From an optimization exercise on the open Yosys and OpenROAD flow, aimed at small area, a short achievable clock period and few clock cycles; shortcuts taken in it are not production practice.
Where RTL was checked, it was by simulation tests only, not by an equivalence proof against the original.
Power is estimated from default activity; no workload was simulated.

Setup of run a:
Design rvCoreTop, start of the top module:
module rvCoreTop (
    input  logic        clk,
    input  logic        reset,
    output logic [31:0] paddr,
    output logic        psel,
    output logic        penable,
    output logic        pwrite,
    output logic [31:0] pwdata,
    output logic [3:0]  pstrb,
    input  logic [31:0] prdata,
    input  logic        pready
);
Settings: LEC_CHECK=0, CAP_MARGIN=20, CORE_MARGIN=2, CORE_UTILIZATION=40, CTS_CLUSTER_DIAMETER=100, CTS_CLUSTER_SIZE=25, PLACE_DENSITY=0.6, SLEW_MARGIN=20; clock period 10.0 ns.
standard.sh (not shown) runs the stock make flow with config.mk's settings and CLKGATE_MAP_FILE= SYNTH_SCRIPT=/design/flow/synth_recipe.tcl, a recipe that flattens the netlist after the stock synthesis.
==> flow/flow/run.sh <==
#!/bin/bash
set -euo pipefail
bash standard.sh SETUP_SLACK_MARGIN=6.45 \
    'BUFFER_PORTS_ARGS=-buffer_cell sky130_fd_sc_hd__buf_2' finish > flow_standard.log 2>&1
What run b does differently from run a at the input level:
--- a/flow/design.v
+++ b/flow/design.v
@@ -101,19 +101,19 @@
     always_comb begin
         case (xF3[1:0])
             2'b00:   ldVal = {{24{lane[7] & ~xF3[2]}}, lane[7:0]};
             2'b01:   ldVal = {{16{lane[15] & ~xF3[2]}}, lane[15:0]};
             default: ldVal = lane;
         endcase
     end
     logic s1, s1Go, dataReq, dataGo, fetchGo, fetchOk, irVNext;
     logic xR2N, xAluN, xBrN, xLdN, xStN, xLwaitN, xLwN;
-    assign s1      = irV & ~(xR2 | xLd | xSt | xLwait) & ~(pselQ & busData & pwriteQ);
+    assign s1      = irV & ~(xR2 | xLd | xSt | xLwait | xLw) & ~(pselQ & busData & pwriteQ);
     assign s1Go    = s1 & ~redirect;
     assign dataReq = (xLd | xSt) & ~redirect;
     assign dataGo  = busFree & dataReq;
     assign xR2N    = s1Go & (isOp | isBr);
     assign xAluN   = (s1Go & (isLui | isOpi)) | (xR2 & ~xBrF & ~redirect);
     assign xBrN    = xR2 & xBrF & ~redirect;
     assign xLdN    = (s1Go & isLd) | (xLd & ~busFree & ~redirect);
     assign xStN    = (s1Go & isSt) | (xSt & ~busFree & ~redirect);
     assign xLwaitN = (xLd & busFree & ~redirect) | (xLwait & ~dataDone);
@@ -182,24 +182,23 @@
     end
     logic [4:0] rIdxN;
     logic       rs2Next;
     assign rs2Next = (s1 & (isOp | isBr | isSt)) | xSt;
     assign rIdxN = rs2Next ? (s1 ? ir[24:20] : xRs2) : ir[19:15];
     always_ff @(posedge clk) begin
         for (int r = 1; r < 32; r++)
             rSelQ[r] <= (landing & ~rs2Next) ? (prdata[19:15] == 5'(r)) : (rIdxN == 5'(r));
     end
-    logic [31:0] wData;   
     logic bypass;
-    assign bypass = (xAlu | xLw) && (xRd != 5'd0) && (xRd == ir[19:15]);
+    assign bypass = xAlu && (xRd != 5'd0) && (xRd == ir[19:15]);
     always_ff @(posedge clk) begin
         if (s1) begin
-            opA    <= (isLui | bypass) ? (isLui ? 32'd0 : wData) : rData;
+            opA    <= (isLui | bypass) ? (isLui ? 32'd0 : aluOut) : rData;
             xRd    <= ir[11:7];
             xRs2   <= ir[24:20];
             xImmHi <= ir[31:25];
             xF3    <= isLui ? 3'b000 : ir[14:12];
             xInv   <= isOp & (ir[14:12] == 3'b000) & ir[30];
             xBrF   <= isBr;
         end
         if (reset) xSel <= 5'b00000;
         else if (s1)
@@ -207,19 +206,19 @@
                     (ir[14:12] == 3'b010) ? 5'b00010 : (ir[14:12] == 3'b100) ? 5'b00100 :
                     (ir[14:12] == 3'b110) ? 5'b01000 : (ir[14:12] == 3'b111) ? 5'b10000 : 5'b00001);
         if (xR2) opB <= rData ^ {32{xInv}};
         else if (xSt & busFree) opB <= rData << {sum[1:0], 3'b000};
         else if (s1) opB <= isSt ? immS : isLui ? immU : immI;
         else if (xLwait & dataDone) opB <= prdata;
         if (xLd & busFree) xOff <= sum[1:0];
     end
     logic        wEn;
-    logic [31:0] wDataG;
+    logic [31:0] wData, wDataG;
     assign wEn    = ((xAlu & ~redirect) | xLw) & (xRd != 5'd0);
     assign wData  = aluOut | ({32{xLw}} & ldVal);
     assign wDataG = wData;
     always_ff @(posedge clk) begin
         resetQ <= reset;
         for (int r = 1; r < 32; r++) begin
             if (resetQ | (wEn & (xRd == 5'(r)))) regs[r] <= wDataG;
         end
     end
--- outcome ---
- The fraction of synthesized area in multiplexers of run b and that of run a are within noise of each other.
- From run a to run b the numbers moved as follows: worst hold-check slack essentially unchanged, number of multi-input logic gates saw a decrease, combinational power went down about 3.6%.
- Comparing run b and run a, routed wire length is lower on run b.
- Looking at global-route usage, run b sits 0.91 points lower than run a does.
- Max sequential cell fraction of total power across run b and run a: run b
Testbench counts of run b, summed over its fixed seeds: cycles 75,814.
Function not checked in run a: the RTL went through the layout flow alone.

## what the ideal ports hide
Ports are ideal in the flow. The routed layouts listed here were re-timed in OpenROAD.
Step 1 (the two cells are an assumption about what drives the block):
set clk [get_ports {clk}]
set_driving_cell -lib_cell sky130_fd_sc_hd__clkbuf_16 $clk
set_driving_cell -lib_cell sky130_fd_sc_hd__buf_2 [delete_from_list [all_inputs] $clk]
Step 2 times the ports against the registers' clock, not the clock port: input delays grow and output delays shrink by t, the midpoint of the rising clock arrivals with the driver on.
a / b / c = no drivers / after step 1 / after step 2; a / b = the first two.
| run | shift t [ns] | setup slack, ns | latest minus earliest clock arrival (ns) | worst register clock-pin slew, ns | worst slew at a driven data input, ns |
|---|---|---|---|---|---|
| run a | 0.776 | 6.327 / 6.327 / 5.869 | 0.048 / 0.048 | 0.11 / 0.11 | 0.05 |
| run b | 0.778 | 6.404 / 6.329 / 5.777 | 0.044 / 0.045 | 0.11 / 0.11 | 0.07 |
After both steps every run listed still meets setup and hold. For run b, which loses most, drivers alone change the setup slack by -0.075 ns; drivers and shift together by -0.627 ns.
